Context: an optimization exercise on an open-source flow, tuned for small area and few clock cycles. The choices shown serve that exercise and are no tape-out recipe.
The RTL was checked by simulation tests, not by an equivalence proof against the original design.
Power and IR drop assume default switching activity.

==> design.v <==
`default_nettype none
package dmem_pkg;
    localparam int rob_w       = 5;
    localparam int prf_w       = 6;
    localparam int cache_lines = 32;  
    localparam logic [1:0] bus_none  = 2'h0;
    localparam logic [1:0] bus_load  = 2'h1;  
    localparam logic [1:0] bus_store = 2'h2;
    localparam logic [1:0] size_byte   = 2'h0;
    localparam logic [1:0] size_half   = 2'h1;
    localparam logic [1:0] size_word   = 2'h2;
    localparam logic [1:0] size_double = 2'h3;
    typedef union packed {
        logic [15:0] word;
        struct packed {
            logic [7:0] tag;
            logic [4:0] index;
            logic [2:0] offset;
        } fields;
    } dmem_addr_t;
    function automatic logic [31:0] load_align(
        input logic [63:0] blk,
        input logic [2:0]  offset,
        input logic [1:0]  size
    );
        logic [63:0] sh;
        sh = blk >> {offset, 3'b000};
        case (size)
            size_byte: load_align = {24'h0, sh[7:0]};
            size_half: load_align = {16'h0, sh[15:0]};
            default:   load_align = sh[31:0];  
        endcase
    endfunction
endpackage
`default_nettype wire
`timescale 1ns/1ps
`default_nettype none
module lsq #(
    parameter int nl = 3,   
    parameter int ns = 2,   
    parameter bit st_first = 1'b0
) (
    input  logic                               clock,
    input  logic                               reset,
    input  logic                               except,
    input  logic                               ld_en,
    input  logic [1:0]                         ld_size,
    input  logic [dmem_pkg::rob_w-1:0]         ld_rob_idx,
    input  logic [dmem_pkg::prf_w-1:0]         ld_prf_idx,
    input  logic                               st_en,
    input  logic [1:0]                         st_size,
    input  logic [31:0]                        st_data,
    input  logic [dmem_pkg::rob_w-1:0]         st_rob_idx,
    input  logic                               commit,
    input  logic                               alu_is_valid,
    input  logic [dmem_pkg::rob_w-1:0]         alu_rob_idx,
    input  logic [31:0]                        alu_data,
    input  logic [3:0]                         mem2proc_response,
    input  logic [63:0]                        mem2proc_data,
    input  logic [3:0]                         mem2proc_tag,
    output logic                               can_take,
    output logic                               cdb_valid_out,
    output logic [31:0]                        cdb_data_out,
    output logic [dmem_pkg::prf_w-1:0]         cdb_prf_idx_out,
    output logic [dmem_pkg::rob_w-1:0]         cdb_rob_idx_out,
    output logic [1:0]                         dmem_command,
    output logic [15:0]                        dmem_addr,
    output logic [1:0]                         dmem_size,
    output logic [63:0]                        dmem_data
);
    localparam int sp_w = $clog2(ns);
    localparam int lp_w = $clog2(nl);
    logic [nl-1:0]              l_valid;
    logic [nl-1:0]              l_ak;      
    logic [nl-1:0]              l_iss;     
    logic [3:0]                 l_tag   [nl];
    logic [15:0]                l_addr  [nl];
    logic [1:0]                 l_size  [nl];
    logic [dmem_pkg::rob_w-1:0] l_rob   [nl];
    logic [dmem_pkg::prf_w-1:0] l_prf   [nl];
    logic [ns-1:0]              l_older [nl];  
    logic [ns-1:0]              s_valid;
    logic [ns-1:0]              s_ak;
    logic [15:0]                s_addr  [ns];
    logic [1:0]                 s_size  [ns];
    logic [31:0]                s_data  [ns];
    logic [dmem_pkg::rob_w-1:0] s_rob   [ns];
    logic [sp_w-1:0]            s_head;
    logic [sp_w-1:0]            s_tail;
    logic [sp_w:0]              credits;   
    logic                       flush;
    assign flush = reset || except;
    logic [nl-1:0] l_ready;
    logic          st_go;
    logic          ld_go;
    logic [lp_w-1:0] ld_sel;
    logic          accepted;
    logic [ns-1:0] s_written;
    always_comb begin
        for (int i = 0; i < nl; i++) begin
            logic blocked;
            blocked = 1'b0;
            for (int j = 0; j < ns; j++) begin
                if (l_older[i][j] && (!s_ak[j] || s_addr[j][15:3] == l_addr[i][15:3])) begin
                    blocked = 1'b1;
                end
            end
            l_ready[i] = l_valid[i] && l_ak[i] && !l_iss[i] && !blocked;
        end
        ld_sel = '0;
        for (int i = nl - 1; i >= 0; i--) begin
            if (l_ready[i]) ld_sel = lp_w'(i);
        end
    end
    logic st_want;
    assign st_want = s_valid[s_head] && (credits != '0 || commit);
    assign ld_go = |l_ready && !(st_first && st_want);
    assign st_go = st_want && !ld_go;
    assign dmem_command = st_go ? dmem_pkg::bus_store :
                          ld_go ? dmem_pkg::bus_load : dmem_pkg::bus_none;
    assign dmem_addr    = st_go ? s_addr[s_head] : l_addr[ld_sel];
    assign dmem_size    = s_size[s_head];
    assign dmem_data    = {32'h0, s_data[s_head]};
    assign accepted  = mem2proc_response != 4'h0;
    always_comb begin
        s_written = '0;
        if (st_go && accepted) s_written[s_head] = 1'b1;
    end
    logic [nl-1:0] l_hit;
    logic [2:0]    r_off;
    logic [1:0]    r_size;
    always_comb begin
        r_off           = '0;
        r_size          = '0;
        cdb_prf_idx_out = '0;
        cdb_rob_idx_out = '0;
        for (int i = 0; i < nl; i++) begin
            l_hit[i] = l_valid[i] && l_iss[i] && l_tag[i] == mem2proc_tag;
            if (l_hit[i]) begin
                r_off           = r_off | l_addr[i][2:0];
                r_size          = r_size | l_size[i];
                cdb_prf_idx_out = cdb_prf_idx_out | l_prf[i];
                cdb_rob_idx_out = cdb_rob_idx_out | l_rob[i];
            end
        end
    end
    assign cdb_valid_out = |l_hit;
    assign cdb_data_out  = dmem_pkg::load_align(mem2proc_data, r_off, r_size);
    logic [lp_w-1:0] l_free_sel;
    logic [nl-1:0]   l_alloc;
    logic [nl-1:0]   l_valid_nx;
    logic [ns-1:0]   s_valid_nx;
    always_comb begin
        l_free_sel = '0;
        for (int i = nl - 1; i >= 0; i--) begin
            if (!l_valid[i]) l_free_sel = lp_w'(i);
        end
        l_alloc = '0;
        if (ld_en) l_alloc[l_free_sel] = 1'b1;
        l_valid_nx = (l_valid | l_alloc) & ~l_hit;
        s_valid_nx = s_valid & ~s_written;
        if (st_en) s_valid_nx[s_tail] = 1'b1;
    end
    always_ff @(posedge clock) begin
        if (flush) begin
            l_valid  <= '0;
            s_valid  <= '0;
            s_head   <= '0;
            s_tail   <= '0;
            credits  <= '0;
            can_take <= 1'b1;
        end else begin
            l_valid  <= l_valid_nx;
            s_valid  <= s_valid_nx;
            if (st_en) s_tail <= (s_tail == sp_w'(ns - 1)) ? '0 : s_tail + 1'b1;
            if (|s_written) s_head <= (s_head == sp_w'(ns - 1)) ? '0 : s_head + 1'b1;
            credits  <= credits + (sp_w+1)'(commit) - (sp_w+1)'(|s_written);
            can_take <= !(&l_valid_nx) && !(&s_valid_nx);
        end
    end
    always_ff @(posedge clock) begin
        for (int i = 0; i < nl; i++) begin
            if (alu_is_valid && l_valid[i] && !l_ak[i] && l_rob[i] == alu_rob_idx) begin
                l_ak[i]   <= 1'b1;
                l_addr[i] <= alu_data[15:0];
            end
            if (ld_go && accepted && ld_sel == lp_w'(i)) begin
                l_iss[i] <= 1'b1;
                l_tag[i] <= mem2proc_response;
            end
            l_older[i] <= l_older[i] & ~s_written;
            if (l_alloc[i]) begin
                l_ak[i]    <= 1'b0;
                l_iss[i]   <= 1'b0;
                l_size[i]  <= ld_size;
                l_rob[i]   <= ld_rob_idx;
                l_prf[i]   <= ld_prf_idx;
                l_older[i] <= s_valid & ~s_written;
            end
        end
        for (int j = 0; j < ns; j++) begin
            if (alu_is_valid && s_valid[j] && !s_ak[j] && s_rob[j] == alu_rob_idx) begin
                s_ak[j]   <= 1'b1;
                s_addr[j] <= alu_data[15:0];
            end
        end
        if (st_en) begin
            s_ak[s_tail]   <= 1'b0;
            s_size[s_tail] <= st_size;
            s_data[s_tail] <= st_data;
            s_rob[s_tail]  <= st_rob_idx;
        end
    end
endmodule
`default_nettype wire
`timescale 1ns/1ps
`default_nettype none
module dmem #(
    parameter int lsq_size = 8
) (
    input  logic                               clock,
    input  logic                               reset,
    input  logic                               except,
    input  logic                               ld_en,
    input  logic [1:0]                         ld_size,
    input  logic [dmem_pkg::rob_w-1:0]         ld_rob_idx,
    input  logic [dmem_pkg::prf_w-1:0]         ld_prf_idx,
    input  logic                               st_en,
    input  logic [1:0]                         st_size,
    input  logic [31:0]                        st_data,
    input  logic [dmem_pkg::rob_w-1:0]         st_rob_idx,
    input  logic                               commit,
    input  logic                               alu_is_valid,
    input  logic [dmem_pkg::rob_w-1:0]         alu_rob_idx,
    input  logic [31:0]                        alu_data,
    input  logic [3:0]                         mem2proc_response,  
    input  logic [63:0]                        mem2proc_data,
    input  logic [3:0]                         mem2proc_tag,
    output logic [$clog2(lsq_size):0]          lsq_num_free,
    output logic                               cdb_valid_out,
    output logic [31:0]                        cdb_data_out,
    output logic [dmem_pkg::prf_w-1:0]         cdb_prf_idx_out,
    output logic [dmem_pkg::rob_w-1:0]         cdb_rob_idx_out,
    output logic [1:0]                         dmem_command,
    output logic [15:0]                        dmem_addr,
    output logic [1:0]                         dmem_size,
    output logic [63:0]                        dmem_data
);
    logic can_take;
    lsq lsq_inst (
        .clock, .reset, .except,
        .ld_en, .ld_size, .ld_rob_idx, .ld_prf_idx,
        .st_en, .st_size, .st_data, .st_rob_idx,
        .commit,
        .alu_is_valid, .alu_rob_idx, .alu_data,
        .mem2proc_response, .mem2proc_data, .mem2proc_tag,
        .can_take,
        .cdb_valid_out, .cdb_data_out, .cdb_prf_idx_out, .cdb_rob_idx_out,
        .dmem_command, .dmem_addr, .dmem_size, .dmem_data
    );
    assign lsq_num_free = {{$clog2(lsq_size){1'b0}}, can_take};
endmodule
`default_nettype wire
==> run.sh <==
#!/bin/bash
# synth_recipe.tcl (not shown) runs the flow's synth.tcl, then flattens the netlist and writes it again
# the make line also repeats each setting of config.mk as NAME=value (left out here)
make -C /OpenROAD-flow-scripts/flow DESIGN_CONFIG=/design/flow/config.mk WORK_HOME=/design/flow/orfs CLKGATE_MAP_FILE= SYNTH_SCRIPT=/design/flow/synth_recipe.tcl finish
==> config.mk <==
export PLATFORM = sky130hd
export DESIGN_NAME = dmem
export DESIGN_NICKNAME = dmem
export VERILOG_FILES = /design/flow/design.v
export SDC_FILE = /design/flow/constraint.sdc
export NUM_CORES = 4
export LEC_CHECK = 0
export CAP_MARGIN = 20
export CORE_MARGIN = 2
export CORE_UTILIZATION = 40
export SLEW_MARGIN = 20
==> constraint.sdc <==
create_clock -name core_clock -period 10.0 [get_ports {clock}]
set_input_delay 2.0000 -clock core_clock [delete_from_list [all_inputs] [get_ports {clock}]]
set_output_delay 2.0000 -clock core_clock [all_outputs]
set_load 0.01 [all_outputs]
==> run notes <==
- Vias in the first global route: 8304
- Critical R2R Capture: lsq_inst.credits[1]
- Avg Inst Size Synth: 13.5 sq um
- Critical Path Source: mem2proc_tag[1]
- Drt pass-1 iters: 8
- # diodes: 0
- Switching share of power: 20.9%
- Reg clk slew, reported paths: 0.06 ns
- Async SR Flop Fraction: 0%
- Pin count of the biggest net entering global routing: 63
- RSZ-0062 raised after global routing: false
- Pwr/cell area: 139 mW/mm^2
- PortBufs: 248
- MaxCap Viol Count: 0
- Logic pwr share: 8.8%
- Via count: 7972
- Remaining DRCs: 0
- R2r worst-path depth: 16
- Max Transition Viols Final: 0
- Outcome: complete, no violations
- CTS tree: built
- Unique cell type count in the Yosys netlist: 46
- Commonest non-fill, non-tap cell in the layout: clkdlybuf4s50_1
- Initial antenna violation count: 1
- Fin nets: 1287
- Synthesized flop and latch total: 234
- CTS root buffer: clkbuf_16
- Max transition margin: 28.9%
- Share of layout cells above drive strength 1: 12.5%
- Worst slew pin tran: 1.06 ns
- Maximum VDD drop: 135 uV
- DRT iter0 DRCs: 489
- Leakage: 5.14 nW
- Crit end category: output port
- Post-Syn Area: 0.0117 sq mm
- Clock Latency Late Sink: 0.52 ns
- CTS resizes: 0
- Area of the multi-input gates: 0.00453 sq mm
- Final wirelength: 30.5 mm
- Cell Count, Final, Fillers Out: 1516
- Power share of the sequential group: 51.7%
- Starting Density: 40.7%
- Clock Tree Buf Depth: 3
- Setup Viol. Count Final: 0
- Fin. Hold Viols: 0
- CP Class: in2out
- Row cnt: 62
- Worst Hold Class: reg2reg
- Post-synth EDFFs: 209
- WP data required: 8.00 ns
- CP arrival: 6.21 ns
- Clock power frac: 39.5%
- Worst R2R Start: lsq_inst.s_addr[0][7]
- Post-placement cell count: 1469
- IO Pins: 300
- Routed len/inst: 20.1 um
- Sequential share of the synthesized area: 57.9%
- Wire length of the first global-routing pass: 46.5 mm
- H-Tree Depth: 1
- Post-synth top flop: edfxtp_1
- Min Tclk post-route: 8.21 ns
- Vias/cell: 5.26
- Area grow syn2layout: 30.4%
- Crit path capture: cdb_data_out[2]
- Crit path max fanout: 62
- Register area: 0.00678 sq mm
- R2R setup slack: 5.14 ns
- Post-Syn Instances: 870
- Global-route usage over all layers: 19.5%
- Die width: 175 um
- Max Freq: 122 MHz
- Layout fillers: 2498
- Final ANT Viol Nets: 0
- RD Place Congestion: 0.840
- Critical Path Start Type: primary input
- Worst Skew: 0.0232 ns
- Die area: 0.0307 sq mm
- Final Cycle Share: 82.1%
- Internal power: 0.00168 W
- Net Sw Power: 0.000442 W
- Clock Sinks: 234
- Total CTS buffers: 25
- Hold-fix buffers, CTS: 0
- Total gr overflow: 0
- Synth warnings: 8
- Area of the core: 0.0288 sq mm
- DP HPWL: 21.6 mm
- Commonest non-fill, non-tap cells in the layout: 248 x clkdlybuf4s50_1, 209 x edfxtp_1, 110 x xnor2_1
- Setup TNS Final: 0 ns
- Number of setup buffers added after CTS: 0
- Die height: 175 um
[synthesized netlist by cell type, drive strengths merged (4+ instances only)]
library cell	count	share of area, %
edfxtp	209	54
xnor2	110	8.2
mux2i	87	7.4
buf	58	3.5
mux2	57	5.5
a222oi	33	2.8
nand2	33	1.1
inv	30	0.96
nor2	30	1.0
dfxtp	25	4.3
clkbuf	24	0.77
nand4	23	1.2
a22oi	21	1.3
or3b	16	1.2
nor3	14	0.60
a211oi	8	0.51
a32o	8	0.68
nor2b	8	0.43
nor4	8	0.43
nand3	7	0.30
a21oi	6	0.26
o2bb2ai	6	0.45
a221oi	5	0.37
o21a	5	0.32
ha	4	0.43
nand2b	4	0.21
nand4b	4	0.30
o22ai	4	0.21
or2	4	0.21
[layout make-up]
cell class | count | share of cell area, %
repair buffers | 266 | 17.3
inverters | 30 | 0.737
clock buffers | 32 | 4.27
flip-flops and latches | 234 | 44.4
multi-input cells | 558 | 29.7
well taps | 384 | 3.15
clock inverters | 12 | 0.533
[cell families after synthesis]
logic type / after synthesis / share of synthesized area (%)
flip-flops: 234 / 57.9
AO/OA/AOI/OAI: 103 / 7.42
other: 1 / 0.0320
AND/OR/NAND/NOR: 159 / 7.65
adder cells (fa/ha/maj): 4 / 0.428
XOR/XNOR: 113 / 8.45
multiplexers: 144 / 12.9
buffers and inverters: 112 / 5.22
[registers in the layout (all words and copies together), names as in the netlist, 4 cells and up, named ones only]
name	flops
lsq_inst.l_prf	18
lsq_inst.s_rob	10
lsq_inst.l_size	6
lsq_inst.s_addr	32
lsq_inst.l_tag	12
lsq_inst.s_data	64
lsq_inst.s_size	4
lsq_inst.l_addr	48
lsq_inst.l_older	6
lsq_inst.l_rob	15
[layer usage]
metal,GRT usage (%),share of wire (%),wire [um],up-vias
met3,5.53,9.8,2990,50
met2,33.7,48,14800,356
met5,0,0,0,-
met1,24.1,40,12200,3823
li1,-,-,-,3743
met4,5.10,2.0,612,0
[critical path, cell delays in order]
cell,delay [ns]
clkdlybuf4s50_1,0.55
inv_1,0.08
a222oi_1,0.33
nor4b_4,0.78
a221o_4,0.95
mux2i_1,0.25
mux2_2,0.31
mux2i_1,0.26
clkdlybuf4s50_1,0.62
[stage by stage]
stage / hold slack (ns) / cell area [sq um] / worst slack [ns] / util, % / total power [W]
global placement: 0.470 / 14500 / 1.71 / 50.4 / 0.00130
CTS: 0.480 / 15200 / 1.68 / 52.9 / 0.00214
floorplan: 0.449 / 11800 / 3.89 / - / 0.00120
detailed placement: 0.469 / 14500 / 1.70 / 50.4 / 0.00130
global route: 0.523 / 15300 / 1.50 / 53.1 / 0.00219
finish: 0.481 / 15300 / 1.79 / 53.1 / 0.00212
[worst min-delay path by stage]
stage,startpoint,to,slack (ns),cells past startpoint
after floorplan,lsq_inst.l_older[0][1],lsq_inst.l_older[0][1],0.45,2
after global placement,lsq_inst.l_older[0][1],lsq_inst.l_older[0][1],0.47,2
after detailed placement,lsq_inst.l_older[0][1],lsq_inst.l_older[0][1],0.47,2
after CTS,lsq_inst.l_older[0][1],lsq_inst.l_older[0][1],0.48,2
after global routing,lsq_inst.l_iss[0],lsq_inst.l_iss[0],0.52,2
final,lsq_inst.l_older[0][1],lsq_inst.l_older[0][1],0.48,2
[power by group through the flow]
| stage | Combinational, W | Clock, W | Sequential, W |
|---|---|---|---|
| after detailed placement | 0.000187 | 0 | 0.00112 |
| after floorplan | 0.0000825 | 0 | 0.00111 |
| final | 0.000187 | 0.000837 | 0.00110 |
| after global placement | 0.000186 | 0 | 0.00112 |
| after CTS | 0.000189 | 0.000857 | 0.00110 |
| after global routing | 0.000203 | 0.000893 | 0.00110 |
Testbench counts, summed over its fixed seeds: cycles 65,407.

[separate check: timing with driven ports]
In the flow no input, the clock included, has a driving cell. The finished layout below was timed again as built, in two steps. Step 1: set_driving_cell puts a clkbuf_16 on clock and a buf_2 on each other input, an assumption about the parent block. Step 2, shift: input delay + t, output delay - t, t = (earliest + latest rising clock arrival at the registers) / 2. This alone moves slack from input paths to output paths. Three values: no drivers, after step 1, after step 2; two values: the first two.
t (ns): 0.558
slack for setup (ns): 1.786 / 1.714 / 1.714
worst register clock-pin slew, ns: 0.06 / 0.06
pins driven straight from the clock port: 1
After both steps setup and hold are still met in this run. The setup slack of this run moves by -0.072 ns with the drivers and by -0.072 ns with both steps.
